Context: an optimization exercise on an open-source flow, tuned for small area, a short achievable clock period and few clock cycles per item. The choices shown serve that exercise and are no tape-out recipe.
No run shown here included a check of the RTL's function; only the layout flow was run.

## flow/design.v (module list and top-level ports; edited modules follow where they fit)
// module npu_requant: 1358 lines
// module rq_fa: 4 lines
// module rq_ha: 4 lines
// module rq_bsel: 4 lines
// module rq_xor: 3 lines
// module rq_xnor: 3 lines
// module rq_mux2i: 3 lines
// module rq_nand2: 3 lines
// module rq_nor2: 3 lines
// module rq_aoi21: 3 lines
// module rq_oai21: 3 lines
// module rq_inv: 3 lines
module npu_requant #(
  localparam int M_LEN  = 32,
  localparam int S_LEN  = 32,
  localparam int SH_LEN = 5
) (
  input  logic              clk_i,
  input  logic              rstn_i,
  input  logic              clear_i,
  input  logic [M_LEN-1:0]  acc_i,
  input  logic [S_LEN-1:0]  mult_i,
  input  logic [SH_LEN-1:0] shift_i,
  input  logic              valid_i,
  output logic              ready_o,
  output logic [M_LEN-1:0]  data_o,
  output logic              valid_o,
  input  logic              ready_i
);
  // ...
==> flow/flow/run.sh <==
#!/bin/bash
# The standard ORFS layout (standard.sh) with different repair settings:
#   SETUP_SLACK_MARGIN=5.7 "BUFFER_PORTS_ARGS=-buffer_cell sky130_fd_sc_hd__buf_1" "CTS_ARGS=-sink_clustering_enable -repair_clock_nets -buf_list sky130_fd_sc_hd__clkbuf_8 -dont_use_dummy_load -sink_clustering_size 12 -sink_clustering_max_diameter 100"
# All of the flow's output goes to standard.log; ORFS keeps each step's log under orfs/logs.
set -euo pipefail
bash standard.sh SETUP_SLACK_MARGIN=5.7 "BUFFER_PORTS_ARGS=-buffer_cell sky130_fd_sc_hd__buf_1" "CTS_ARGS=-sink_clustering_enable -repair_clock_nets -buf_list sky130_fd_sc_hd__clkbuf_8 -dont_use_dummy_load -sink_clustering_size 12 -sink_clustering_max_diameter 100" finish > standard.log 2>&1
==> flow/standard.sh <==
#!/bin/bash
# synth_recipe.tcl (not shown) runs the flow's synth.tcl, then flattens the netlist and writes it again
# the make line also repeats each setting of config.mk as NAME=value (left out here)
make -C /OpenROAD-flow-scripts/flow DESIGN_CONFIG=/design/flow/config.mk WORK_HOME=/design/flow/orfs CLKGATE_MAP_FILE= SYNTH_SCRIPT=/design/flow/synth_recipe.tcl "${@:-finish}"
==> flow/config.mk <==
export PLATFORM = sky130hd
export DESIGN_NAME = npu_requant
export DESIGN_NICKNAME = npu_requant
export VERILOG_FILES = /design/flow/design.v
export SDC_FILE = /design/flow/constraint.sdc
export NUM_CORES = 4
export LEC_CHECK = 0
export CAP_MARGIN = 5
export CORE_MARGIN = 2
export CORE_UTILIZATION = 60
export CTS_BUF_LIST = sky130_fd_sc_hd__clkbuf_8
export SETUP_SLACK_MARGIN = 5
export SLEW_MARGIN = 5
export SYNTH_HIERARCHICAL = 1
export SYNTH_MINIMUM_KEEP_SIZE = 0
==> flow/constraint.sdc <==
create_clock -name core_clock -period 10.0 [get_ports {clk_i}]
set_input_delay 2.0000 -clock core_clock [delete_from_list [all_inputs] [get_ports {clk_i}]]
set_output_delay 2.0000 -clock core_clock [all_outputs]
set_load 0.01 [all_outputs]
==> results.cfg, run 1 <==
[synthesis]
ys_ff_latch = 207
muxShareOfSynthArea_pct = 5.584
synth-edff-count = 204
synthXorXnorAreaFrac_pct = 17.30
synthArstFlopShare_pct = 1.449
synthesis.area_um2 = 29220
post-synth-top-count-cell = xor2_1

[cts]
post_cts_buffers = 21
cts.sinks = 207
clk_latency_ns = 0.60
cts_tree = yes
clk_pin_slew_ns = 0.10

[final_layout]
multi_input_area_share_pct = 68.36
diodes = 1
regArea_um2 = 6201
final_util_pct = 70.51
final_cell_mix = 511 x xor2_1, 464 x o22ai_1, 401 x fa_1

[routing]
dr_wl_met2_mm = 44.44
top_layer = met5
drt-met1-wl_mm = 37.27

[setup_path]
slowest_stage = fa_1
r2r_start = accn1_q[10]
rr_endpoint = cl2_q
cp.arrival_ns = 4.90
path_max_fanout = 5

[global_routing]
grt_pass1_vias = 25149
grt_max_degree = 68
grtUsageMet2_pct = 59.39
antenna_found_initial = 3
met3_usage_pct = 10.88

[floorplanning]
core_region_area_um2 = 47950
start_util_pct = 60.94
boundaryPins = 108

[sta]
tightest_slew_ns = 0.8719
fin_crit_sh_pct = 45.57

[status]
outcome = complete, no violations
==> run 2: changes to the inputs <==
--- a/flow/design.v
+++ b/flow/design.v
@@ -10,17 +10,17 @@
   input  logic [S_LEN-1:0]  mult_i,
   input  logic [SH_LEN-1:0] shift_i,
   input  logic              valid_i,
   output logic              ready_o,
   output logic [M_LEN-1:0]  data_o,
   output logic              valid_o,
   input  logic              ready_i
 );
-  localparam int L = 23;   
+  localparam int L = 19;   
   logic en;
   assign en      = ready_i;
   assign ready_o = ready_i;
   logic [15:0] one_d, two_d, neg_d;
   always_comb begin
     for (int i = 0; i < 16; i++) begin
       logic y0, y1, y2;
       y0 = (i == 0) ? 1'b0 : mult_i[2*i-1];
@@ -30,17 +30,18 @@
       two_d[i] = (y2 & ~y1 & ~y0) | (~y2 & y1 & y0);
       neg_d[i] = y2;
     end
   end
   logic [31:0]   accn1_q;             
   logic [15:0]   onen1_q, twon1_q;    
   logic [15:0]   neg1_q;              
   logic [4:0]    sh1_q, sh2_q;
-  logic [63:L]   a2_q, b2_q;
+  logic [55:L]   a2_q, b2_q;
+  logic [63:56]   hs2_q;              
   logic          cl2_q;
   logic [31:0]   data3_q;
   logic          v1_q, v2_q, v3_q;
   logic [31:0] pp [16];
   logic [15:0] ppn;
   logic [32:0] sel [16];
   logic [31:1] oh;
   logic        negp, g;
@@ -732,431 +733,378 @@
   assign gm   = msum[L-M];
   assign pm   = &(ta[L-1:M] ^ tb[L-1:M]);
   assign cl   = gm | (pm & cm);
   logic [32:0] h;
   logic [31:0] dq_d;
   logic        sat;
   logic ad_p1;
   logic ad_g2;
-  rq_ha u_ad_p1 (.a(a2_q[23]), .b(b2_q[23]), .s(ad_p1), .co(ad_g2));
+  rq_ha u_ad_p1 (.a(a2_q[19]), .b(b2_q[19]), .s(ad_p1), .co(ad_g2));
   logic ad_p3;
   logic ad_g4;
-  rq_ha u_ad_p3 (.a(a2_q[24]), .b(b2_q[24]), .s(ad_p3), .co(ad_g4));
+  rq_ha u_ad_p3 (.a(a2_q[20]), .b(b2_q[20]), .s(ad_p3), .co(ad_g4));
   logic ad_p5;
   logic ad_g6;
-  rq_ha u_ad_p5 (.a(a2_q[25]), .b(b2_q[25]), .s(ad_p5), .co(ad_g6));
+  rq_ha u_ad_p5 (.a(a2_q[21]), .b(b2_q[21]), .s(ad_p5), .co(ad_g6));
   logic ad_p7;
   logic ad_g8;
-  rq_ha u_ad_p7 (.a(a2_q[26]), .b(b2_q[26]), .s(ad_p7), .co(ad_g8));
+  rq_ha u_ad_p7 (.a(a2_q[22]), .b(b2_q[22]), .s(ad_p7), .co(ad_g8));
   logic ad_p9;
   logic ad_g10;
-  rq_ha u_ad_p9 (.a(a2_q[27]), .b(b2_q[27]), .s(ad_p9), .co(ad_g10));
+  rq_ha u_ad_p9 (.a(a2_q[23]), .b(b2_q[23]), .s(ad_p9), .co(ad_g10));
   logic ad_p11;
   logic ad_g12;
-  rq_ha u_ad_p11 (.a(a2_q[28]), .b(b2_q[28]), .s(ad_p11), .co(ad_g12));
+  rq_ha u_ad_p11 (.a(a2_q[24]), .b(b2_q[24]), .s(ad_p11), .co(ad_g12));
   logic ad_p13;
   logic ad_g14;
-  rq_ha u_ad_p13 (.a(a2_q[29]), .b(b2_q[29]), .s(ad_p13), .co(ad_g14));
+  rq_ha u_ad_p13 (.a(a2_q[25]), .b(b2_q[25]), .s(ad_p13), .co(ad_g14));
   logic ad_p15;
   logic ad_g16;
-  rq_ha u_ad_p15 (.a(a2_q[30]), .b(b2_q[30]), .s(ad_p15), .co(ad_g16));
+  rq_ha u_ad_p15 (.a(a2_q[26]), .b(b2_q[26]), .s(ad_p15), .co(ad_g16));
   logic ad_p17;
   logic ad_g18;
-  rq_ha u_ad_p17 (.a(a2_q[31]), .b(b2_q[31]), .s(ad_p17), .co(ad_g18));
+  rq_ha u_ad_p17 (.a(a2_q[27]), .b(b2_q[27]), .s(ad_p17), .co(ad_g18));
   logic ad_p19;
   logic ad_g20;
-  rq_ha u_ad_p19 (.a(a2_q[32]), .b(b2_q[32]), .s(ad_p19), .co(ad_g20));
+  rq_ha u_ad_p19 (.a(a2_q[28]), .b(b2_q[28]), .s(ad_p19), .co(ad_g20));
   logic ad_p21;
   logic ad_g22;
-  rq_ha u_ad_p21 (.a(a2_q[33]), .b(b2_q[33]), .s(ad_p21), .co(ad_g22));
+  rq_ha u_ad_p21 (.a(a2_q[29]), .b(b2_q[29]), .s(ad_p21), .co(ad_g22));
   logic ad_p23;
   logic ad_g24;
-  rq_ha u_ad_p23 (.a(a2_q[34]), .b(b2_q[34]), .s(ad_p23), .co(ad_g24));
+  rq_ha u_ad_p23 (.a(a2_q[30]), .b(b2_q[30]), .s(ad_p23), .co(ad_g24));
   logic ad_p25;
   logic ad_g26;
-  rq_ha u_ad_p25 (.a(a2_q[35]), .b(b2_q[35]), .s(ad_p25), .co(ad_g26));
+  rq_ha u_ad_p25 (.a(a2_q[31]), .b(b2_q[31]), .s(ad_p25), .co(ad_g26));
   logic ad_p27;
   logic ad_g28;
-  rq_ha u_ad_p27 (.a(a2_q[36]), .b(b2_q[36]), .s(ad_p27), .co(ad_g28));
+  rq_ha u_ad_p27 (.a(a2_q[32]), .b(b2_q[32]), .s(ad_p27), .co(ad_g28));
   logic ad_p29;
   logic ad_g30;
-  rq_ha u_ad_p29 (.a(a2_q[37]), .b(b2_q[37]), .s(ad_p29), .co(ad_g30));
+  rq_ha u_ad_p29 (.a(a2_q[33]), .b(b2_q[33]), .s(ad_p29), .co(ad_g30));
   logic ad_p31;
   logic ad_g32;
-  rq_ha u_ad_p31 (.a(a2_q[38]), .b(b2_q[38]), .s(ad_p31), .co(ad_g32));
+  rq_ha u_ad_p31 (.a(a2_q[34]), .b(b2_q[34]), .s(ad_p31), .co(ad_g32));
   logic ad_p33;
   logic ad_g34;
-  rq_ha u_ad_p33 (.a(a2_q[39]), .b(b2_q[39]), .s(ad_p33), .co(ad_g34));
+  rq_ha u_ad_p33 (.a(a2_q[35]), .b(b2_q[35]), .s(ad_p33), .co(ad_g34));
   logic ad_p35;
   logic ad_g36;
-  rq_ha u_ad_p35 (.a(a2_q[40]), .b(b2_q[40]), .s(ad_p35), .co(ad_g36));
+  rq_ha u_ad_p35 (.a(a2_q[36]), .b(b2_q[36]), .s(ad_p35), .co(ad_g36));
   logic ad_p37;
   logic ad_g38;
-  rq_ha u_ad_p37 (.a(a2_q[41]), .b(b2_q[41]), .s(ad_p37), .co(ad_g38));
+  rq_ha u_ad_p37 (.a(a2_q[37]), .b(b2_q[37]), .s(ad_p37), .co(ad_g38));
   logic ad_p39;
   logic ad_g40;
-  rq_ha u_ad_p39 (.a(a2_q[42]), .b(b2_q[42]), .s(ad_p39), .co(ad_g40));
+  rq_ha u_ad_p39 (.a(a2_q[38]), .b(b2_q[38]), .s(ad_p39), .co(ad_g40));
   logic ad_p41;
   logic ad_g42;
-  rq_ha u_ad_p41 (.a(a2_q[43]), .b(b2_q[43]), .s(ad_p41), .co(ad_g42));
+  rq_ha u_ad_p41 (.a(a2_q[39]), .b(b2_q[39]), .s(ad_p41), .co(ad_g42));
   logic ad_p43;
   logic ad_g44;
-  rq_ha u_ad_p43 (.a(a2_q[44]), .b(b2_q[44]), .s(ad_p43), .co(ad_g44));
+  rq_ha u_ad_p43 (.a(a2_q[40]), .b(b2_q[40]), .s(ad_p43), .co(ad_g44));
   logic ad_p45;
   logic ad_g46;
-  rq_ha u_ad_p45 (.a(a2_q[45]), .b(b2_q[45]), .s(ad_p45), .co(ad_g46));
+  rq_ha u_ad_p45 (.a(a2_q[41]), .b(b2_q[41]), .s(ad_p45), .co(ad_g46));
   logic ad_p47;
   logic ad_g48;
-  rq_ha u_ad_p47 (.a(a2_q[46]), .b(b2_q[46]), .s(ad_p47), .co(ad_g48));
+  rq_ha u_ad_p47 (.a(a2_q[42]), .b(b2_q[42]), .s(ad_p47), .co(ad_g48));
   logic ad_p49;
   logic ad_g50;
-  rq_ha u_ad_p49 (.a(a2_q[47]), .b(b2_q[47]), .s(ad_p49), .co(ad_g50));
+  rq_ha u_ad_p49 (.a(a2_q[43]), .b(b2_q[43]), .s(ad_p49), .co(ad_g50));
   logic ad_p51;
   logic ad_g52;
-  rq_ha u_ad_p51 (.a(a2_q[48]), .b(b2_q[48]), .s(ad_p51), .co(ad_g52));
+  rq_ha u_ad_p51 (.a(a2_q[44]), .b(b2_q[44]), .s(ad_p51), .co(ad_g52));
   logic ad_p53;
   logic ad_g54;
-  rq_ha u_ad_p53 (.a(a2_q[49]), .b(b2_q[49]), .s(ad_p53), .co(ad_g54));
+  rq_ha u_ad_p53 (.a(a2_q[45]), .b(b2_q[45]), .s(ad_p53), .co(ad_g54));
   logic ad_p55;
   logic ad_g56;
-  rq_ha u_ad_p55 (.a(a2_q[50]), .b(b2_q[50]), .s(ad_p55), .co(ad_g56));
+  rq_ha u_ad_p55 (.a(a2_q[46]), .b(b2_q[46]), .s(ad_p55), .co(ad_g56));
   logic ad_p57;
   logic ad_g58;
-  rq_ha u_ad_p57 (.a(a2_q[51]), .b(b2_q[51]), .s(ad_p57), .co(ad_g58));
+  rq_ha u_ad_p57 (.a(a2_q[47]), .b(b2_q[47]), .s(ad_p57), .co(ad_g58));
   logic ad_p59;
   logic ad_g60;
-  rq_ha u_ad_p59 (.a(a2_q[52]), .b(b2_q[52]), .s(ad_p59), .co(ad_g60));
+  rq_ha u_ad_p59 (.a(a2_q[48]), .b(b2_q[48]), .s(ad_p59), .co(ad_g60));
   logic ad_p61;
   logic ad_g62;
-  rq_ha u_ad_p61 (.a(a2_q[53]), .b(b2_q[53]), .s(ad_p61), .co(ad_g62));
+  rq_ha u_ad_p61 (.a(a2_q[49]), .b(b2_q[49]), .s(ad_p61), .co(ad_g62));
   logic ad_p63;
   logic ad_g64;
-  rq_ha u_ad_p63 (.a(a2_q[54]), .b(b2_q[54]), .s(ad_p63), .co(ad_g64));
+  rq_ha u_ad_p63 (.a(a2_q[50]), .b(b2_q[50]), .s(ad_p63), .co(ad_g64));
   logic ad_p65;
   logic ad_g66;
-  rq_ha u_ad_p65 (.a(a2_q[55]), .b(b2_q[55]), .s(ad_p65), .co(ad_g66));
+  rq_ha u_ad_p65 (.a(a2_q[51]), .b(b2_q[51]), .s(ad_p65), .co(ad_g66));
   logic ad_p67;
   logic ad_g68;
-  rq_ha u_ad_p67 (.a(a2_q[56]), .b(b2_q[56]), .s(ad_p67), .co(ad_g68));
+  rq_ha u_ad_p67 (.a(a2_q[52]), .b(b2_q[52]), .s(ad_p67), .co(ad_g68));
   logic ad_p69;
   logic ad_g70;
-  rq_ha u_ad_p69 (.a(a2_q[57]), .b(b2_q[57]), .s(ad_p69), .co(ad_g70));
+  rq_ha u_ad_p69 (.a(a2_q[53]), .b(b2_q[53]), .s(ad_p69), .co(ad_g70));
   logic ad_p71;
   logic ad_g72;
-  rq_ha u_ad_p71 (.a(a2_q[58]), .b(b2_q[58]), .s(ad_p71), .co(ad_g72));
+  rq_ha u_ad_p71 (.a(a2_q[54]), .b(b2_q[54]), .s(ad_p71), .co(ad_g72));
   logic ad_p73;
   logic ad_g74;
-  rq_ha u_ad_p73 (.a(a2_q[59]), .b(b2_q[59]), .s(ad_p73), .co(ad_g74));
-  logic ad_p75;
-  logic ad_g76;
-  rq_ha u_ad_p75 (.a(a2_q[60]), .b(b2_q[60]), .s(ad_p75), .co(ad_g76));
-  logic ad_p77;
+  rq_ha u_ad_p73 (.a(a2_q[55]), .b(b2_q[55]), .s(ad_p73), .co(ad_g74));
+  logic ad_g75;
+  rq_aoi21 u_ad_g75 (.a1(ad_p1), .a2(cl2_q), .b1(ad_g2), .yn(ad_g75));
+  logic ad_i76;
+  rq_inv u_ad_i76 (.a(ad_g75), .yn(ad_i76));
+  logic ad_g77;
+  rq_aoi21 u_ad_g77 (.a1(ad_p3), .a2(ad_i76), .b1(ad_g4), .yn(ad_g77));
   logic ad_g78;
-  rq_ha u_ad_p77 (.a(a2_q[61]), .b(b2_q[61]), .s(ad_p77), .co(ad_g78));
+  rq_aoi21 u_ad_g78 (.a1(ad_p7), .a2(ad_g6), .b1(ad_g8), .yn(ad_g78));
   logic ad_p79;
+  rq_nand2 u_ad_p79 (.a(ad_p7), .b(ad_p5), .y(ad_p79));
   logic ad_g80;
-  rq_ha u_ad_p79 (.a(a2_q[62]), .b(b2_q[62]), .s(ad_p79), .co(ad_g80));
+  rq_aoi21 u_ad_g80 (.a1(ad_p11), .a2(ad_g10), .b1(ad_g12), .yn(ad_g80));
   logic ad_p81;
-  rq_ha u_ad_p81 (.a(a2_q[63]), .b(b2_q[63]), .s(ad_p81), .co(ad_g82));
-  logic ad_g83;
-  rq_aoi21 u_ad_g83 (.a1(ad_p1), .a2(cl2_q), .b1(ad_g2), .yn(ad_g83));
-  logic ad_i84;
-  rq_inv u_ad_i84 (.a(ad_g83), .yn(ad_i84));
-  logic ad_g85;
-  rq_aoi21 u_ad_g85 (.a1(ad_p3), .a2(ad_i84), .b1(ad_g4), .yn(ad_g85));
+  rq_nand2 u_ad_p81 (.a(ad_p11), .b(ad_p9), .y(ad_p81));
+  logic ad_g82;
+  rq_aoi21 u_ad_g82 (.a1(ad_p15), .a2(ad_g14), .b1(ad_g16), .yn(ad_g82));
+  logic ad_p83;
+  rq_nand2 u_ad_p83 (.a(ad_p15), .b(ad_p13), .y(ad_p83));
+  logic ad_g84;
+  rq_aoi21 u_ad_g84 (.a1(ad_p19), .a2(ad_g18), .b1(ad_g20), .yn(ad_g84));
+  logic ad_p85;
+  rq_nand2 u_ad_p85 (.a(ad_p19), .b(ad_p17), .y(ad_p85));
   logic ad_g86;
-  rq_aoi21 u_ad_g86 (.a1(ad_p7), .a2(ad_g6), .b1(ad_g8), .yn(ad_g86));
+  rq_aoi21 u_ad_g86 (.a1(ad_p23), .a2(ad_g22), .b1(ad_g24), .yn(ad_g86));
   logic ad_p87;
-  rq_nand2 u_ad_p87 (.a(ad_p7), .b(ad_p5), .y(ad_p87));
+  rq_nand2 u_ad_p87 (.a(ad_p23), .b(ad_p21), .y(ad_p87));
   logic ad_g88;
-  rq_aoi21 u_ad_g88 (.a1(ad_p11), .a2(ad_g10), .b1(ad_g12), .yn(ad_g88));
+  rq_aoi21 u_ad_g88 (.a1(ad_p27), .a2(ad_g26), .b1(ad_g28), .yn(ad_g88));
   logic ad_p89;
-  rq_nand2 u_ad_p89 (.a(ad_p11), .b(ad_p9), .y(ad_p89));
+  rq_nand2 u_ad_p89 (.a(ad_p27), .b(ad_p25), .y(ad_p89));
   logic ad_g90;
-  rq_aoi21 u_ad_g90 (.a1(ad_p15), .a2(ad_g14), .b1(ad_g16), .yn(ad_g90));
+  rq_aoi21 u_ad_g90 (.a1(ad_p31), .a2(ad_g30), .b1(ad_g32), .yn(ad_g90));
   logic ad_p91;
-  rq_nand2 u_ad_p91 (.a(ad_p15), .b(ad_p13), .y(ad_p91));
+  rq_nand2 u_ad_p91 (.a(ad_p31), .b(ad_p29), .y(ad_p91));
   logic ad_g92;
-  rq_aoi21 u_ad_g92 (.a1(ad_p19), .a2(ad_g18), .b1(ad_g20), .yn(ad_g92));
+  rq_aoi21 u_ad_g92 (.a1(ad_p35), .a2(ad_g34), .b1(ad_g36), .yn(ad_g92));
   logic ad_p93;
-  rq_nand2 u_ad_p93 (.a(ad_p19), .b(ad_p17), .y(ad_p93));
+  rq_nand2 u_ad_p93 (.a(ad_p35), .b(ad_p33), .y(ad_p93));
   logic ad_g94;
-  rq_aoi21 u_ad_g94 (.a1(ad_p23), .a2(ad_g22), .b1(ad_g24), .yn(ad_g94));
+  rq_aoi21 u_ad_g94 (.a1(ad_p39), .a2(ad_g38), .b1(ad_g40), .yn(ad_g94));
   logic ad_p95;
-  rq_nand2 u_ad_p95 (.a(ad_p23), .b(ad_p21), .y(ad_p95));
+  rq_nand2 u_ad_p95 (.a(ad_p39), .b(ad_p37), .y(ad_p95));
   logic ad_g96;
-  rq_aoi21 u_ad_g96 (.a1(ad_p27), .a2(ad_g26), .b1(ad_g28), .yn(ad_g96));
+  rq_aoi21 u_ad_g96 (.a1(ad_p43), .a2(ad_g42), .b1(ad_g44), .yn(ad_g96));
   logic ad_p97;
-  rq_nand2 u_ad_p97 (.a(ad_p27), .b(ad_p25), .y(ad_p97));
+  rq_nand2 u_ad_p97 (.a(ad_p43), .b(ad_p41), .y(ad_p97));
   logic ad_g98;
-  rq_aoi21 u_ad_g98 (.a1(ad_p31), .a2(ad_g30), .b1(ad_g32), .yn(ad_g98));
+  rq_aoi21 u_ad_g98 (.a1(ad_p47), .a2(ad_g46), .b1(ad_g48), .yn(ad_g98));
   logic ad_p99;
-  rq_nand2 u_ad_p99 (.a(ad_p31), .b(ad_p29), .y(ad_p99));
+  rq_nand2 u_ad_p99 (.a(ad_p47), .b(ad_p45), .y(ad_p99));
   logic ad_g100;
-  rq_aoi21 u_ad_g100 (.a1(ad_p35), .a2(ad_g34), .b1(ad_g36), .yn(ad_g100));
+  rq_aoi21 u_ad_g100 (.a1(ad_p51), .a2(ad_g50), .b1(ad_g52), .yn(ad_g100));
   logic ad_p101;
-  rq_nand2 u_ad_p101 (.a(ad_p35), .b(ad_p33), .y(ad_p101));
+  rq_nand2 u_ad_p101 (.a(ad_p51), .b(ad_p49), .y(ad_p101));
   logic ad_g102;
-  rq_aoi21 u_ad_g102 (.a1(ad_p39), .a2(ad_g38), .b1(ad_g40), .yn(ad_g102));
+  rq_aoi21 u_ad_g102 (.a1(ad_p55), .a2(ad_g54), .b1(ad_g56), .yn(ad_g102));
   logic ad_p103;
-  rq_nand2 u_ad_p103 (.a(ad_p39), .b(ad_p37), .y(ad_p103));
+  rq_nand2 u_ad_p103 (.a(ad_p55), .b(ad_p53), .y(ad_p103));
   logic ad_g104;
-  rq_aoi21 u_ad_g104 (.a1(ad_p43), .a2(ad_g42), .b1(ad_g44), .yn(ad_g104));
+  rq_aoi21 u_ad_g104 (.a1(ad_p59), .a2(ad_g58), .b1(ad_g60), .yn(ad_g104));
   logic ad_p105;
-  rq_nand2 u_ad_p105 (.a(ad_p43), .b(ad_p41), .y(ad_p105));
+  rq_nand2 u_ad_p105 (.a(ad_p59), .b(ad_p57), .y(ad_p105));
   logic ad_g106;
-  rq_aoi21 u_ad_g106 (.a1(ad_p47), .a2(ad_g46), .b1(ad_g48), .yn(ad_g106));
+  rq_aoi21 u_ad_g106 (.a1(ad_p63), .a2(ad_g62), .b1(ad_g64), .yn(ad_g106));
   logic ad_p107;
-  rq_nand2 u_ad_p107 (.a(ad_p47), .b(ad_p45), .y(ad_p107));
+  rq_nand2 u_ad_p107 (.a(ad_p63), .b(ad_p61), .y(ad_p107));
   logic ad_g108;
-  rq_aoi21 u_ad_g108 (.a1(ad_p51), .a2(ad_g50), .b1(ad_g52), .yn(ad_g108));
+  rq_aoi21 u_ad_g108 (.a1(ad_p67), .a2(ad_g66), .b1(ad_g68), .yn(ad_g108));
   logic ad_p109;
-  rq_nand2 u_ad_p109 (.a(ad_p51), .b(ad_p49), .y(ad_p109));
+  rq_nand2 u_ad_p109 (.a(ad_p67), .b(ad_p65), .y(ad_p109));
   logic ad_g110;
-  rq_aoi21 u_ad_g110 (.a1(ad_p55), .a2(ad_g54), .b1(ad_g56), .yn(ad_g110));
+  rq_aoi21 u_ad_g110 (.a1(ad_p71), .a2(ad_g70), .b1(ad_g72), .yn(ad_g110));
   logic ad_p111;
-  rq_nand2 u_ad_p111 (.a(ad_p55), .b(ad_p53), .y(ad_p111));
+  rq_nand2 u_ad_p111 (.a(ad_p71), .b(ad_p69), .y(ad_p111));
   logic ad_g112;
-  rq_aoi21 u_ad_g112 (.a1(ad_p59), .a2(ad_g58), .b1(ad_g60), .yn(ad_g112));
-  logic ad_p113;
-  rq_nand2 u_ad_p113 (.a(ad_p59), .b(ad_p57), .y(ad_p113));
-  logic ad_g114;
-  rq_aoi21 u_ad_g114 (.a1(ad_p63), .a2(ad_g62), .b1(ad_g64), .yn(ad_g114));
-  logic ad_p115;
-  rq_nand2 u_ad_p115 (.a(ad_p63), .b(ad_p61), .y(ad_p115));
-  logic ad_g116;
-  rq_aoi21 u_ad_g116 (.a1(ad_p67), .a2(ad_g66), .b1(ad_g68), .yn(ad_g116));
-  logic ad_p117;
-  rq_nand2 u_ad_p117 (.a(ad_p67), .b(ad_p65), .y(ad_p117));
-  logic ad_g118;
-  rq_aoi21 u_ad_g118 (.a1(ad_p71), .a2(ad_g70), .b1(ad_g72), .yn(ad_g118));
-  logic ad_p119;
-  rq_nand2 u_ad_p119 (.a(ad_p71), .b(ad_p69), .y(ad_p119));
-  logic ad_g120;
-  rq_aoi21 u_ad_g120 (.a1(ad_p75), .a2(ad_g74), .b1(ad_g76), .yn(ad_g120));
-  logic ad_p121;
-  rq_nand2 u_ad_p121 (.a(ad_p75), .b(ad_p73), .y(ad_p121));
-  logic ad_g122;
-  rq_aoi21 u_ad_g122 (.a1(ad_p79), .a2(ad_g78), .b1(ad_g80), .yn(ad_g122));
-  logic ad_p123;
-  rq_nand2 u_ad_p123 (.a(ad_p79), .b(ad_p77), .y(ad_p123));
-  logic ad_g124;
-  rq_oai21 u_ad_g124 (.a1(ad_p87), .a2(ad_g85), .b1(ad_g86), .y(ad_g124));
+  rq_oai21 u_ad_g112 (.a1(ad_p79), .a2(ad_g77), .b1(ad_g78), .y(ad_g112));
+  logic ad_g113;
+  rq_oai21 u_ad_g113 (.a1(ad_p83), .a2(ad_g80), .b1(ad_g82), .y(ad_g113));
+  logic ad_p114;
+  rq_nor2 u_ad_p114 (.a(ad_p83), .b(ad_p81), .y(ad_p114));
+  logic ad_g115;
+  rq_oai21 u_ad_g115 (.a1(ad_p87), .a2(ad_g84), .b1(ad_g86), .y(ad_g115));
+  logic ad_p116;
+  rq_nor2 u_ad_p116 (.a(ad_p87), .b(ad_p85), .y(ad_p116));
+  logic ad_g117;
+  rq_oai21 u_ad_g117 (.a1(ad_p91), .a2(ad_g88), .b1(ad_g90), .y(ad_g117));
+  logic ad_p118;
+  rq_nor2 u_ad_p118 (.a(ad_p91), .b(ad_p89), .y(ad_p118));
+  logic ad_g119;
+  rq_oai21 u_ad_g119 (.a1(ad_p95), .a2(ad_g92), .b1(ad_g94), .y(ad_g119));
+  logic ad_p120;
+  rq_nor2 u_ad_p120 (.a(ad_p95), .b(ad_p93), .y(ad_p120));
+  logic ad_g121;
+  rq_oai21 u_ad_g121 (.a1(ad_p99), .a2(ad_g96), .b1(ad_g98), .y(ad_g121));
+  logic ad_p122;
+  rq_nor2 u_ad_p122 (.a(ad_p99), .b(ad_p97), .y(ad_p122));
+  logic ad_g123;
+  rq_oai21 u_ad_g123 (.a1(ad_p103), .a2(ad_g100), .b1(ad_g102), .y(ad_g123));
+  logic ad_p124;
+  rq_nor2 u_ad_p124 (.a(ad_p103), .b(ad_p101), .y(ad_p124));
   logic ad_g125;
-  rq_oai21 u_ad_g125 (.a1(ad_p91), .a2(ad_g88), .b1(ad_g90), .y(ad_g125));
+  rq_oai21 u_ad_g125 (.a1(ad_p107), .a2(ad_g104), .b1(ad_g106), .y(ad_g125));
   logic ad_p126;
-  rq_nor2 u_ad_p126 (.a(ad_p91), .b(ad_p89), .y(ad_p126));
+  rq_nor2 u_ad_p126 (.a(ad_p107), .b(ad_p105), .y(ad_p126));
   logic ad_g127;
-  rq_oai21 u_ad_g127 (.a1(ad_p95), .a2(ad_g92), .b1(ad_g94), .y(ad_g127));
+  rq_oai21 u_ad_g127 (.a1(ad_p111), .a2(ad_g108), .b1(ad_g110), .y(ad_g127));
   logic ad_p128;
-  rq_nor2 u_ad_p128 (.a(ad_p95), .b(ad_p93), .y(ad_p128));
+  rq_nor2 u_ad_p128 (.a(ad_p111), .b(ad_p109), .y(ad_p128));
   logic ad_g129;
-  rq_oai21 u_ad_g129 (.a1(ad_p99), .a2(ad_g96), .b1(ad_g98), .y(ad_g129));
-  logic ad_p130;
-  rq_nor2 u_ad_p130 (.a(ad_p99), .b(ad_p97), .y(ad_p130));
-  logic ad_g131;
-  rq_oai21 u_ad_g131 (.a1(ad_p103), .a2(ad_g100), .b1(ad_g102), .y(ad_g131));
-  logic ad_p132;
-  rq_nor2 u_ad_p132 (.a(ad_p103), .b(ad_p101), .y(ad_p132));
-  logic ad_g133;
-  rq_oai21 u_ad_g133 (.a1(ad_p107), .a2(ad_g104), .b1(ad_g106), .y(ad_g133));
-  logic ad_p134;
-  rq_nor2 u_ad_p134 (.a(ad_p107), .b(ad_p105), .y(ad_p134));
-  logic ad_g135;
-  rq_oai21 u_ad_g135 (.a1(ad_p111), .a2(ad_g108), .b1(ad_g110), .y(ad_g135));
-  logic ad_p136;
-  rq_nor2 u_ad_p136 (.a(ad_p111), .b(ad_p109), .y(ad_p136));
+  rq_aoi21 u_ad_g129 (.a1(ad_p114), .a2(ad_g112), .b1(ad_g113), .yn(ad_g129));
+  logic ad_g130;
+  rq_aoi21 u_ad_g130 (.a1(ad_p118), .a2(ad_g115), .b1(ad_g117), .yn(ad_g130));
+  logic ad_p131;
+  rq_nand2 u_ad_p131 (.a(ad_p118), .b(ad_p116), .y(ad_p131));
+  logic ad_g132;
+  rq_aoi21 u_ad_g132 (.a1(ad_p122), .a2(ad_g119), .b1(ad_g121), .yn(ad_g132));
+  logic ad_p133;
+  rq_nand2 u_ad_p133 (.a(ad_p122), .b(ad_p120), .y(ad_p133));
+  logic ad_g134;
+  rq_aoi21 u_ad_g134 (.a1(ad_p126), .a2(ad_g123), .b1(ad_g125), .yn(ad_g134));
+  logic ad_p135;
+  rq_nand2 u_ad_p135 (.a(ad_p126), .b(ad_p124), .y(ad_p135));
+  logic ad_g136;
+  rq_oai21 u_ad_g136 (.a1(ad_p131), .a2(ad_g129), .b1(ad_g130), .y(ad_g136));
   logic ad_g137;
-  rq_oai21 u_ad_g137 (.a1(ad_p115), .a2(ad_g112), .b1(ad_g114), .y(ad_g137));
+  rq_oai21 u_ad_g137 (.a1(ad_p135), .a2(ad_g132), .b1(ad_g134), .y(ad_g137));
   logic ad_p138;
-  rq_nor2 u_ad_p138 (.a(ad_p115), .b(ad_p113), .y(ad_p138));
+  rq_nor2 u_ad_p138 (.a(ad_p135), .b(ad_p133), .y(ad_p138));
   logic ad_g139;
-  rq_oai21 u_ad_g139 (.a1(ad_p119), .a2(ad_g116), .b1(ad_g118), .y(ad_g139));
-  logic ad_p140;
-  rq_nor2 u_ad_p140 (.a(ad_p119), .b(ad_p117), .y(ad_p140));
+  rq_aoi21 u_ad_g139 (.a1(ad_p138), .a2(ad_g136), .b1(ad_g137), .yn(ad_g139));
+  logic ad_i140;
+  rq_inv u_ad_i140 (.a(ad_g136), .yn(ad_i140));
   logic ad_g141;
-  rq_oai21 u_ad_g141 (.a1(ad_p123), .a2(ad_g120), .b1(ad_g122), .y(ad_g141));
-  logic ad_p142;
-  rq_nor2 u_ad_p142 (.a(ad_p123), .b(ad_p121), .y(ad_p142));
+  rq_oai21 u_ad_g141 (.a1(ad_p133), .a2(ad_i140), .b1(ad_g132), .y(ad_g141));
+  logic ad_i142;
+  rq_inv u_ad_i142 (.a(ad_g129), .yn(ad_i142));
   logic ad_g143;
-  rq_aoi21 u_ad_g143 (.a1(ad_p126), .a2(ad_g124), .b1(ad_g125), .yn(ad_g143));
+  rq_aoi21 u_ad_g143 (.a1(ad_p116), .a2(ad_i142), .b1(ad_g115), .yn(ad_g143));
   logic ad_g144;
-  rq_aoi21 u_ad_g144 (.a1(ad_p130), .a2(ad_g127), .b1(ad_g129), .yn(ad_g144));
-  logic ad_p145;
-  rq_nand2 u_ad_p145 (.a(ad_p130), .b(ad_p128), .y(ad_p145));
-  logic ad_g146;
-  rq_aoi21 u_ad_g146 (.a1(ad_p134), .a2(ad_g131), .b1(ad_g133), .yn(ad_g146));
-  logic ad_p147;
-  rq_nand2 u_ad_p147 (.a(ad_p134), .b(ad_p132), .y(ad_p147));
-  logic ad_g148;
-  rq_aoi21 u_ad_g148 (.a1(ad_p138), .a2(ad_g135), .b1(ad_g137), .yn(ad_g148));
-  logic ad_p149;
-  rq_nand2 u_ad_p149 (.a(ad_p138), .b(ad_p136), .y(ad_p149));
-  logic ad_g150;
-  rq_aoi21 u_ad_g150 (.a1(ad_p142), .a2(ad_g139), .b1(ad_g141), .yn(ad_g150));
-  logic ad_p151;
-  rq_nand2 u_ad_p151 (.a(ad_p142), .b(ad_p140), .y(ad_p151));
-  logic ad_g152;
-  rq_oai21 u_ad_g152 (.a1(ad_p145), .a2(ad_g143), .b1(ad_g144), .y(ad_g152));
+  rq_aoi21 u_ad_g144 (.a1(ad_p120), .a2(ad_g136), .b1(ad_g119), .yn(ad_g144));
+  logic ad_g145;
+  rq_aoi21 u_ad_g145 (.a1(ad_p124), .a2(ad_g141), .b1(ad_g123), .yn(ad_g145));
+  logic ad_i146;
+  rq_inv u_ad_i146 (.a(ad_g139), .yn(ad_i146));
+  logic ad_g147;
+  rq_aoi21 u_ad_g147 (.a1(ad_p128), .a2(ad_i146), .b1(ad_g127), .yn(ad_g147));
+  logic ad_g151;
+  rq_oai21 u_ad_g151 (.a1(ad_p89), .a2(ad_g143), .b1(ad_g88), .y(ad_g151));
+  logic ad_i152;
+  rq_inv u_ad_i152 (.a(ad_g136), .yn(ad_i152));
   logic ad_g153;
-  rq_oai21 u_ad_g153 (.a1(ad_p149), .a2(ad_g146), .b1(ad_g148), .y(ad_g153));
-  logic ad_p154;
-  rq_nor2 u_ad_p154 (.a(ad_p149), .b(ad_p147), .y(ad_p154));
-  logic ad_g155;
-  rq_aoi21 u_ad_g155 (.a1(ad_p154), .a2(ad_g152), .b1(ad_g153), .yn(ad_g155));
-  logic ad_i156;
-  rq_inv u_ad_i156 (.a(ad_g152), .yn(ad_i156));
+  rq_oai21 u_ad_g153 (.a1(ad_p93), .a2(ad_i152), .b1(ad_g92), .y(ad_g153));
+  logic ad_g154;
+  rq_oai21 u_ad_g154 (.a1(ad_p97), .a2(ad_g144), .b1(ad_g96), .y(ad_g154));
+  logic ad_i155;
+  rq_inv u_ad_i155 (.a(ad_g141), .yn(ad_i155));
+  logic ad_g156;
+  rq_oai21 u_ad_g156 (.a1(ad_p101), .a2(ad_i155), .b1(ad_g100), .y(ad_g156));
   logic ad_g157;
-  rq_oai21 u_ad_g157 (.a1(ad_p147), .a2(ad_i156), .b1(ad_g146), .y(ad_g157));
+  rq_oai21 u_ad_g157 (.a1(ad_p105), .a2(ad_g145), .b1(ad_g104), .y(ad_g157));
   logic ad_g158;
-  rq_oai21 u_ad_g158 (.a1(ad_p151), .a2(ad_g155), .b1(ad_g150), .y(ad_g158));
-  logic ad_i159;
-  rq_inv u_ad_i159 (.a(ad_g143), .yn(ad_i159));
-  logic ad_g160;
-  rq_aoi21 u_ad_g160 (.a1(ad_p128), .a2(ad_i159), .b1(ad_g127), .yn(ad_g160));
-  logic ad_g161;
-  rq_aoi21 u_ad_g161 (.a1(ad_p132), .a2(ad_g152), .b1(ad_g131), .yn(ad_g161));
-  logic ad_g162;
-  rq_aoi21 u_ad_g162 (.a1(ad_p136), .a2(ad_g157), .b1(ad_g135), .yn(ad_g162));
-  logic ad_i163;
-  rq_inv u_ad_i163 (.a(ad_g155), .yn(ad_i163));
-  logic ad_g164;
-  rq_aoi21 u_ad_g164 (.a1(ad_p140), .a2(ad_i163), .b1(ad_g139), .yn(ad_g164));
+  rq_oai21 u_ad_g158 (.a1(ad_p109), .a2(ad_g139), .b1(ad_g108), .y(ad_g158));
+  logic ad_i166;
+  rq_inv u_ad_i166 (.a(ad_g143), .yn(ad_i166));
   logic ad_g167;
-  rq_oai21 u_ad_g167 (.a1(ad_p93), .a2(ad_g143), .b1(ad_g92), .y(ad_g167));
+  rq_aoi21 u_ad_g167 (.a1(ad_p25), .a2(ad_i166), .b1(ad_g26), .yn(ad_g167));
   logic ad_g168;
-  rq_oai21 u_ad_g168 (.a1(ad_p97), .a2(ad_g160), .b1(ad_g96), .y(ad_g168));
-  logic ad_i169;
-  rq_inv u_ad_i169 (.a(ad_g152), .yn(ad_i169));
+  rq_aoi21 u_ad_g168 (.a1(ad_p29), .a2(ad_g151), .b1(ad_g30), .yn(ad_g168));
+  logic ad_g169;
+  rq_aoi21 u_ad_g169 (.a1(ad_p33), .a2(ad_g136), .b1(ad_g34), .yn(ad_g169));
   logic ad_g170;
-  rq_oai21 u_ad_g170 (.a1(ad_p101), .a2(ad_i169), .b1(ad_g100), .y(ad_g170));
-  logic ad_g171;
-  rq_oai21 u_ad_g171 (.a1(ad_p105), .a2(ad_g161), .b1(ad_g104), .y(ad_g171));
-  logic ad_i172;
-  rq_inv u_ad_i172 (.a(ad_g157), .yn(ad_i172));
+  rq_aoi21 u_ad_g170 (.a1(ad_p37), .a2(ad_g153), .b1(ad_g38), .yn(ad_g170));
+  logic ad_i171;
+  rq_inv u_ad_i171 (.a(ad_g144), .yn(ad_i171));
+  logic ad_g172;
+  rq_aoi21 u_ad_g172 (.a1(ad_p41), .a2(ad_i171), .b1(ad_g42), .yn(ad_g172));
   logic ad_g173;
-  rq_oai21 u_ad_g173 (.a1(ad_p109), .a2(ad_i172), .b1(ad_g108), .y(ad_g173));
+  rq_aoi21 u_ad_g173 (.a1(ad_p45), .a2(ad_g154), .b1(ad_g46), .yn(ad_g173));
   logic ad_g174;
-  rq_oai21 u_ad_g174 (.a1(ad_p113), .a2(ad_g162), .b1(ad_g112), .y(ad_g174));
+  rq_aoi21 u_ad_g174 (.a1(ad_p49), .a2(ad_g141), .b1(ad_g50), .yn(ad_g174));
   logic ad_g175;
-  rq_oai21 u_ad_g175 (.a1(ad_p117), .a2(ad_g155), .b1(ad_g116), .y(ad_g175));
-  logic ad_g176;
-  rq_oai21 u_ad_g176 (.a1(ad_p121), .a2(ad_g164), .b1(ad_g120), .y(ad_g176));
-  logic ad_i181;
-  rq_inv u_ad_i181 (.a(ad_g143), .yn(ad_i181));
-  logic ad_g182;
-  rq_aoi21 u_ad_g182 (.a1(ad_p17), .a2(ad_i181), .b1(ad_g18), .yn(ad_g182));
+  rq_aoi21 u_ad_g175 (.a1(ad_p53), .a2(ad_g156), .b1(ad_g54), .yn(ad_g175));
+  logic ad_i176;
+  rq_inv u_ad_i176 (.a(ad_g145), .yn(ad_i176));
+  logic ad_g177;
+  rq_aoi21 u_ad_g177 (.a1(ad_p57), .a2(ad_i176), .b1(ad_g58), .yn(ad_g177));
+  logic ad_g178;
+  rq_aoi21 u_ad_g178 (.a1(ad_p61), .a2(ad_g157), .b1(ad_g62), .yn(ad_g178));
+  logic ad_i179;
+  rq_inv u_ad_i179 (.a(ad_g139), .yn(ad_i179));
+  logic ad_g180;
+  rq_aoi21 u_ad_g180 (.a1(ad_p65), .a2(ad_i179), .b1(ad_g66), .yn(ad_g180));
+  logic ad_g181;
+  rq_aoi21 u_ad_g181 (.a1(ad_p69), .a2(ad_g158), .b1(ad_g70), .yn(ad_g181));
+  logic ad_i182;
+  rq_inv u_ad_i182 (.a(ad_g147), .yn(ad_i182));
   logic ad_g183;
-  rq_aoi21 u_ad_g183 (.a1(ad_p21), .a2(ad_g167), .b1(ad_g22), .yn(ad_g183));
-  logic ad_i184;
-  rq_inv u_ad_i184 (.a(ad_g160), .yn(ad_i184));
-  logic ad_g185;
-  rq_aoi21 u_ad_g185 (.a1(ad_p25), .a2(ad_i184), .b1(ad_g26), .yn(ad_g185));
-  logic ad_g186;
-  rq_aoi21 u_ad_g186 (.a1(ad_p29), .a2(ad_g168), .b1(ad_g30), .yn(ad_g186));
-  logic ad_g187;
-  rq_aoi21 u_ad_g187 (.a1(ad_p33), .a2(ad_g152), .b1(ad_g34), .yn(ad_g187));
-  logic ad_g188;
-  rq_aoi21 u_ad_g188 (.a1(ad_p37), .a2(ad_g170), .b1(ad_g38), .yn(ad_g188));
-  logic ad_i189;
-  rq_inv u_ad_i189 (.a(ad_g161), .yn(ad_i189));
-  logic ad_g190;
-  rq_aoi21 u_ad_g190 (.a1(ad_p41), .a2(ad_i189), .b1(ad_g42), .yn(ad_g190));
-  logic ad_g191;
-  rq_aoi21 u_ad_g191 (.a1(ad_p45), .a2(ad_g171), .b1(ad_g46), .yn(ad_g191));
-  logic ad_g192;
-  rq_aoi21 u_ad_g192 (.a1(ad_p49), .a2(ad_g157), .b1(ad_g50), .yn(ad_g192));
-  logic ad_g193;
-  rq_aoi21 u_ad_g193 (.a1(ad_p53), .a2(ad_g173), .b1(ad_g54), .yn(ad_g193));
-  logic ad_i194;
-  rq_inv u_ad_i194 (.a(ad_g162), .yn(ad_i194));
-  logic ad_g195;
-  rq_aoi21 u_ad_g195 (.a1(ad_p57), .a2(ad_i194), .b1(ad_g58), .yn(ad_g195));
-  logic ad_g196;
-  rq_aoi21 u_ad_g196 (.a1(ad_p61), .a2(ad_g174), .b1(ad_g62), .yn(ad_g196));
-  logic ad_i197;
-  rq_inv u_ad_i197 (.a(ad_g155), .yn(ad_i197));
-  logic ad_g198;
-  rq_aoi21 u_ad_g198 (.a1(ad_p65), .a2(ad_i197), .b1(ad_g66), .yn(ad_g198));
-  logic ad_g199;
-  rq_aoi21 u_ad_g199 (.a1(ad_p69), .a2(ad_g175), .b1(ad_g70), .yn(ad_g199));
-  logic ad_i200;
-  rq_inv u_ad_i200 (.a(ad_g164), .yn(ad_i200));
-  logic ad_g201;
-  rq_aoi21 u_ad_g201 (.a1(ad_p73), .a2(ad_i200), .b1(ad_g74), .yn(ad_g201));
-  logic ad_g202;
-  rq_aoi21 u_ad_g202 (.a1(ad_p77), .a2(ad_g176), .b1(ad_g78), .yn(ad_g202));
+  rq_aoi21 u_ad_g183 (.a1(ad_p73), .a2(ad_i182), .b1(ad_g74), .yn(ad_g183));
+  logic ad_s184;
+  rq_xnor u_ad_s184 (.a(ad_p25), .b(ad_g143), .y(ad_s184));
+  logic ad_s185;
+  rq_xnor u_ad_s185 (.a(ad_p27), .b(ad_g167), .y(ad_s185));
+  logic ad_s186;
+  rq_xor u_ad_s186 (.a(ad_p29), .b(ad_g151), .y(ad_s186));
+  logic ad_s187;
+  rq_xnor u_ad_s187 (.a(ad_p31), .b(ad_g168), .y(ad_s187));
+  logic ad_s188;
+  rq_xor u_ad_s188 (.a(ad_p33), .b(ad_g136), .y(ad_s188));
+  logic ad_s189;
+  rq_xnor u_ad_s189 (.a(ad_p35), .b(ad_g169), .y(ad_s189));
+  logic ad_s190;
+  rq_xor u_ad_s190 (.a(ad_p37), .b(ad_g153), .y(ad_s190));
+  logic ad_s191;
+  rq_xnor u_ad_s191 (.a(ad_p39), .b(ad_g170), .y(ad_s191));
+  logic ad_s192;
+  rq_xnor u_ad_s192 (.a(ad_p41), .b(ad_g144), .y(ad_s192));
+  logic ad_s193;
+  rq_xnor u_ad_s193 (.a(ad_p43), .b(ad_g172), .y(ad_s193));
+  logic ad_s194;
+  rq_xor u_ad_s194 (.a(ad_p45), .b(ad_g154), .y(ad_s194));
+  logic ad_s195;
+  rq_xnor u_ad_s195 (.a(ad_p47), .b(ad_g173), .y(ad_s195));
+  logic ad_s196;
+  rq_xor u_ad_s196 (.a(ad_p49), .b(ad_g141), .y(ad_s196));
+  logic ad_s197;
+  rq_xnor u_ad_s197 (.a(ad_p51), .b(ad_g174), .y(ad_s197));
+  logic ad_s198;
+  rq_xor u_ad_s198 (.a(ad_p53), .b(ad_g156), .y(ad_s198));
+  logic ad_s199;
+  rq_xnor u_ad_s199 (.a(ad_p55), .b(ad_g175), .y(ad_s199));
+  logic ad_s200;
+  rq_xnor u_ad_s200 (.a(ad_p57), .b(ad_g145), .y(ad_s200));
+  logic ad_s201;
+  rq_xnor u_ad_s201 (.a(ad_p59), .b(ad_g177), .y(ad_s201));
+  logic ad_s202;
+  rq_xor u_ad_s202 (.a(ad_p61), .b(ad_g157), .y(ad_s202));
+  logic ad_s203;
+  rq_xnor u_ad_s203 (.a(ad_p63), .b(ad_g178), .y(ad_s203));
   logic ad_s204;
-  rq_xnor u_ad_s204 (.a(ad_p17), .b(ad_g143), .y(ad_s204));
+  rq_xnor u_ad_s204 (.a(ad_p65), .b(ad_g139), .y(ad_s204));
   logic ad_s205;
-  rq_xnor u_ad_s205 (.a(ad_p19), .b(ad_g182), .y(ad_s205));
+  rq_xnor u_ad_s205 (.a(ad_p67), .b(ad_g180), .y(ad_s205));
   logic ad_s206;
-  rq_xor u_ad_s206 (.a(ad_p21), .b(ad_g167), .y(ad_s206));
+  rq_xor u_ad_s206 (.a(ad_p69), .b(ad_g158), .y(ad_s206));
   logic ad_s207;
-  rq_xnor u_ad_s207 (.a(ad_p23), .b(ad_g183), .y(ad_s207));
+  rq_xnor u_ad_s207 (.a(ad_p71), .b(ad_g181), .y(ad_s207));
   logic ad_s208;
-  rq_xnor u_ad_s208 (.a(ad_p25), .b(ad_g160), .y(ad_s208));
-  logic ad_s209;
-  rq_xnor u_ad_s209 (.a(ad_p27), .b(ad_g185), .y(ad_s209));
-  logic ad_s210;
-  rq_xor u_ad_s210 (.a(ad_p29), .b(ad_g168), .y(ad_s210));
-  logic ad_s211;
-  rq_xnor u_ad_s211 (.a(ad_p31), .b(ad_g186), .y(ad_s211));
-  logic ad_s212;
-  rq_xor u_ad_s212 (.a(ad_p33), .b(ad_g152), .y(ad_s212));
-  logic ad_s213;
-  rq_xnor u_ad_s213 (.a(ad_p35), .b(ad_g187), .y(ad_s213));
-  logic ad_s214;
-  rq_xor u_ad_s214 (.a(ad_p37), .b(ad_g170), .y(ad_s214));
-  logic ad_s215;
-  rq_xnor u_ad_s215 (.a(ad_p39), .b(ad_g188), .y(ad_s215));
-  logic ad_s216;
-  rq_xnor u_ad_s216 (.a(ad_p41), .b(ad_g161), .y(ad_s216));
-  logic ad_s217;
-  rq_xnor u_ad_s217 (.a(ad_p43), .b(ad_g190), .y(ad_s217));
-  logic ad_s218;
-  rq_xor u_ad_s218 (.a(ad_p45), .b(ad_g171), .y(ad_s218));
-  logic ad_s219;
-  rq_xnor u_ad_s219 (.a(ad_p47), .b(ad_g191), .y(ad_s219));
-  logic ad_s220;
-  rq_xor u_ad_s220 (.a(ad_p49), .b(ad_g157), .y(ad_s220));
-  logic ad_s221;
-  rq_xnor u_ad_s221 (.a(ad_p51), .b(ad_g192), .y(ad_s221));
-  logic ad_s222;
-  rq_xor u_ad_s222 (.a(ad_p53), .b(ad_g173), .y(ad_s222));
-  logic ad_s223;
-  rq_xnor u_ad_s223 (.a(ad_p55), .b(ad_g193), .y(ad_s223));
-  logic ad_s224;
-  rq_xnor u_ad_s224 (.a(ad_p57), .b(ad_g162), .y(ad_s224));
-  logic ad_s225;
-  rq_xnor u_ad_s225 (.a(ad_p59), .b(ad_g195), .y(ad_s225));
-  logic ad_s226;
-  rq_xor u_ad_s226 (.a(ad_p61), .b(ad_g174), .y(ad_s226));
-  logic ad_s227;
-  rq_xnor u_ad_s227 (.a(ad_p63), .b(ad_g196), .y(ad_s227));
-  logic ad_s228;
-  rq_xnor u_ad_s228 (.a(ad_p65), .b(ad_g155), .y(ad_s228));
-  logic ad_s229;
-  rq_xnor u_ad_s229 (.a(ad_p67), .b(ad_g198), .y(ad_s229));
-  logic ad_s230;
-  rq_xor u_ad_s230 (.a(ad_p69), .b(ad_g175), .y(ad_s230));
-  logic ad_s231;
-  rq_xnor u_ad_s231 (.a(ad_p71), .b(ad_g199), .y(ad_s231));
-  logic ad_s232;
-  rq_xnor u_ad_s232 (.a(ad_p73), .b(ad_g164), .y(ad_s232));
-  logic ad_s233;
-  rq_xnor u_ad_s233 (.a(ad_p75), .b(ad_g201), .y(ad_s233));
-  logic ad_s234;
-  rq_xor u_ad_s234 (.a(ad_p77), .b(ad_g176), .y(ad_s234));
-  logic ad_s235;
-  rq_xnor u_ad_s235 (.a(ad_p79), .b(ad_g202), .y(ad_s235));
-  logic ad_s236;
-  rq_xor u_ad_s236 (.a(ad_p81), .b(ad_g158), .y(ad_s236));
-  assign h = {ad_s236, ad_s235, ad_s234, ad_s233, ad_s232, ad_s231, ad_s230, ad_s229, ad_s228, ad_s227, ad_s226, ad_s225, ad_s224, ad_s223, ad_s222, ad_s221, ad_s220, ad_s219, ad_s218, ad_s217, ad_s216, ad_s215, ad_s214, ad_s213, ad_s212, ad_s211, ad_s210, ad_s209, ad_s208, ad_s207, ad_s206, ad_s205, ad_s204};
+  rq_xnor u_ad_s208 (.a(ad_p73), .b(ad_g147), .y(ad_s208));
+  logic ad_i209;
+  rq_inv u_ad_i209 (.a(ad_g183), .yn(ad_i209));
+  logic [63:56] hsum;
+  assign hsum = hs2_q + {{(7){1'b0}}, ad_i209};
+  assign h = {hsum, ad_s208, ad_s207, ad_s206, ad_s205, ad_s204, ad_s203, ad_s202, ad_s201, ad_s200, ad_s199, ad_s198, ad_s197, ad_s196, ad_s195, ad_s194, ad_s193, ad_s192, ad_s191, ad_s190, ad_s189, ad_s188, ad_s187, ad_s186, ad_s185, ad_s184};
   assign sat = (sh2_q == 5'd0) & ~h[32] & h[31];
   logic [32:0] sv0, sv1, sv2, sv3, sv4, sv5;   
   assign sv0 = h;
   rq_mux2i u_sh0_0 (.a(sv0[0]), .b(sv0[1]), .s(sh2_q[0]), .yn(sv1[0]));
   rq_mux2i u_sh0_1 (.a(sv0[1]), .b(sv0[2]), .s(sh2_q[0]), .yn(sv1[1]));
   rq_mux2i u_sh0_2 (.a(sv0[2]), .b(sv0[3]), .s(sh2_q[0]), .yn(sv1[2]));
   rq_mux2i u_sh0_3 (.a(sv0[3]), .b(sv0[4]), .s(sh2_q[0]), .yn(sv1[3]));
   rq_mux2i u_sh0_4 (.a(sv0[4]), .b(sv0[5]), .s(sh2_q[0]), .yn(sv1[4]));
@@ -1328,18 +1276,19 @@
   assign valid_o = v3_q;
   always_ff @(posedge clk_i) begin
     if (en) begin
       accn1_q <= ~acc_i;
       onen1_q <= ~one_d;
       twon1_q <= ~two_d;
       neg1_q  <= neg_d;
       sh1_q   <= shift_i;
-      a2_q    <= ta[63:L];
-      b2_q    <= tb[63:L];
+      a2_q    <= ta[55:L];
+      b2_q    <= tb[55:L];
+      hs2_q   <= ta[63:56] + tb[63:56];
       cl2_q   <= cl;
       sh2_q   <= sh1_q;
       data3_q <= dq_d;
     end
   end
   always_ff @(posedge clk_i or negedge rstn_i) begin
     if (!rstn_i) begin
       v1_q <= 1'b0;
==> flow/config.mk (replaced) <==
export PLATFORM = sky130hd
export DESIGN_NAME = npu_requant
export DESIGN_NICKNAME = npu_requant
export VERILOG_FILES = /design/flow/design.v
export SDC_FILE = /design/flow/constraint.sdc
export NUM_CORES = 4
export LEC_CHECK = 0
export CAP_MARGIN = 5
export CORE_MARGIN = 2
export CORE_UTILIZATION = 65
export CTS_BUF_LIST = sky130_fd_sc_hd__clkbuf_8
export SETUP_SLACK_MARGIN = 5
export SLEW_MARGIN = 5
export SYNTH_HIERARCHICAL = 1
export SYNTH_MINIMUM_KEEP_SIZE = 0
==> run 2 against run 1 <==
Effect of this change:
- still clean on timing, DRC and antenna
- routed wire length shrank 0.43%
- register-to-register slack improved by 0.09 ns
- clock skew is 0.0092 ns higher
- core utilization rose by 4.1 points
- non-clock buffer count fell by 45
- via count is 2.1% higher
- largest cell class unchanged
- highest routed layer unchanged
==> results.cfg, run 2 <==
[synthesis]
ys_ff_latch = 208
muxShareOfSynthArea_pct = 5.551
synth_common_cells = 525 x xor2_1, 512 x o22ai_1, 467 x fa_1
synthesis.area_um2 = 29390
synth_top_family_by_area = adder cells
synthCells = 2557
synth_top_cell_area_share_pct = 31.81
synthAdderAreaFrac_pct = 37.13
synth_compound_area_share_pct = 13.32
yosys-top-cells-area = fa_1 32%, edfxtp_1 21%, xor2_1 16%
synth_area_per_cell_um2 = 11.49
synth_top_area_cell = fa_1
synth_fp_nets = 3223
ys_seq_area_share_pct = 21.20
synth-edff-count = 205
yosys.area_share.simple_pct = 3.074
synthXorXnorAreaFrac_pct = 17.30
post-synth-top-count-cell = xor2_1
synth_flop_cell = edfxtp_1
synth_cell_types = 46
ys_warn_count = 10
synthArstFlopShare_pct = 1.442

[setup_path]
start_kind = flop
crit_path_max_incr_delay_ns = 0.53
path_cells = buf_8 > o22ai_1 > xor2_1 > ha_1 > fa_1 > fa_2 > fa_1 > fa_1 > ha_2 > a211oi_2 > o21ai_2 > o32ai_2 > a21oi_2
path_max_fanout = 32
cpLargestDelayFamily = adder cells
cp.arrival_ns = 4.76
crit_buf_inv = 1
path_class = reg2reg
r2r_start = accn1_q[13]
critPathRequiredTime_ns = 10.29
crit_start = accn1_q[13]
slowest_stage = fa_1
cp_common_cell = fa_1
critPathCaptureType = flop

[global_routing]
grt_pass1_wl_mm = 150.8
antenna_found_initial = 1
grtUsageTotal_pct = 42.45
grt_overflow = 0
grt_max_degree = 76
grt_pass1_vias = 26274

[final_layout]
drive_gt1_share_pct = 10.78
layout.nets = 3489
top_regs = a2_q (37), b2_q (37)
final_cell_mix = 520 x xor2_1, 501 x o22ai_1, 430 x fa_1
area_delta_synth_final_pct = 12.77
layoutNonFillerInstCount = 3416
layout_commonest_cell = xor2_1
fillers = 3141

[place]
place.gp.congestion = 0.9048
dp_cells = 3340
io_buffers = 107
dp_hpwl_mm = 59.23

[cts]
root_buffer = clkbuf_8
clk_latency_ns = 0.61
h-tree-depth = 1
clk_pin_slew_ns = 0.09
cts.sinks = 208
cts_tree = yes
clockBufferDepth = 3
cts_made_buffers = 22

[sta]
fin_crit_sh_pct = 44.62
finalHoldViolCount = 0
skew_ns = 0.05220
rsz0062_at_grt = true
worst_slew_margin_rel_pct = 31.14
period_needed_ns = 4.462
fmax_ghz = 0.2241
setup_viol = 0
tightest_slew_ns = 1.033
setup-tns-final_ns = 0
slew_violations = 0

[floorplanning]
boundaryPins = 108
rows = 77
start_util_pct = 66.18
die_w_um = 216.6
dieArea_um2 = 46940
dieHeight_um = 216.6
core_region_area_um2 = 44410

[routing]
drt_iter0_markers = 3335
wl_mm = 101.0
drc = 0
vias = 24784
first_pass_iters = 9
wl_per_cell_um = 29.56
viasPerCell = 7.255
ant_nets = 0

[job]
maxCapViolCount = 0

[min_path]
min-delay-start = v2_q
hp-class = reg2reg

[status]
outcome = complete, no violations

[power]
run 2: cell types whose count changed after synthesis, sizes merged, moves of 2 or more:
cell    previous run  this run
a21oi             68        65
a211oi             1         3
and4               0         3
a21o               5         0
inv              171       179
nand2             89        91
and3               0         2
nor3b              3         1
a21boi             0         2
xor2             524       526
nor2              75        84
run 2: area by class of cell:
class	instances	area, um^2	share of cell area (%)
multi-input combinational	2162	22910	69.11
sequential	208	6231	18.80
timing repair buffer	249	2273	6.859
tap	592	740.7	2.235
inverter	179	676.9	2.042
clock buffer	22	302.8	0.9136
antenna	3	7.507	0.02265
timing repair inverter	1	5.005	0.01510
run 2: per-layer routing:
layer / track usage, % / part of all wire, %
met3: 15.03 / 15
met1: 54.20 / 35
met2: 63.82 / 44
met5: 0 / 0.079
met4: 22.67 / 6.2
run 2: worst register-to-register path, stage by stage (launching register included):
cell and delay [ns]:
edfxtp_1 0.34, buf_8 0.32, o22ai_1 0.18, xor2_1 0.18
ha_1 0.32, fa_1 0.49, fa_2 0.41, fa_1 0.53
fa_1 0.47, ha_2 0.22, a211oi_2 0.20, o21ai_2 0.13
o32ai_2 0.31, a21oi_2 0.10
run 2: final timing paths:
check / end / slack [ns] / cells after the start
min: v3_q / 0.52 / 2
min reg2reg: v3_q / 0.52 / 2
max in group asynchronous: v2_q / 8.66 / 1
max reg2reg: cl2_q / 5.54 / 13
min in group asynchronous: v1_q / 1.17 / 1
max: cl2_q / 5.54 / 13
run 2: cell families after synthesis:
kind of cell               Yosys count
AOI/OAI and AO/OA                  614
xor gates and xnor gates           579
adders and majority gates          592
buffers and inverters              188
DFF                                208
muxes                              163
and+or+nand+nor                    213
run 2: modules after synthesis (local to each module, per instance), excerpt:
module | copies in the design | cells inside | cell area (um^2) | flops+latches
npu_requant | 1 | 666 | 8841 | 208
rq_ha | 68 | 1 | 12.51 | 0
rq_mux2i | 160 | 1 | 10.01 | 0
rq_aoi21 | 41 | 1 | 8.758 | 0
rq_xnor | 33 | 1 | 8.758 | 0
rq_bsel | 512 | 1 | 6.256 | 0
rq_oai21 | 18 | 1 | 5.005 | 0
rq_nor2 | 10 | 1 | 3.754 | 0
rq_inv | 12 | 1 | 3.754 | 0
rq_nand2 | 51 | 1 | 3.754 | 0
run 2: what timing repair did:
action | CTS | global route
gates resized for setup | 84 | 141
pin swaps | 12 | 21
buffers inserted | 14 | 23
setup endpoints to repair | 57 | 58
hold buffers | 0 | 0
gates cloned | 7 | 7
run 2: metrics by stage:
step | worst slack (ns) | utilization (%) | hold WS [ns] | area [um^2]
6_report | 5.538 | 74.63 | 0.5186 | 33140
5_1_grt | 5.411 | 74.61 | 0.5812 | 33140
4_1_cts | 5.578 | 72.63 | 0.5162 | 32260
3_5_place_dp | 4.814 | 70.48 | 0.5128 | 31300
3_3_place_gp | 4.923 | 70.48 | 0.5032 | 31300
2_1_floorplan | 5.460 | - | 0.4605 | 29500

separate check: timing with driven ports:
No port has a modelled driver above. Below, the same layouts with a new extraction and two added sets of constraints.
Step 1 assumes that a clkbuf_16 drives the clock port and a buf_2 every other input.
Step 2 times the ports against the registers' clock, not the clock port: input delays grow and output delays shrink by t, the midpoint of the rising clock arrivals with the driver on.
a / b / c = ideal / step 1 / step 2; a / b = the first two.
run	shift t [ns]	setup WS [ns]	hold slack, ns	latest minus earliest clock arrival (ns)	pins driven straight from the clock port
run 1	0.639	5.443 / 5.443 / 5.443	0.560 / 0.560 / 0.560	0.047 / 0.047	1
run 2	0.645	5.538 / 5.538 / 5.538	0.519 / 0.519 / 0.519	0.053 / 0.053	1
After both steps every run listed still meets setup and hold.
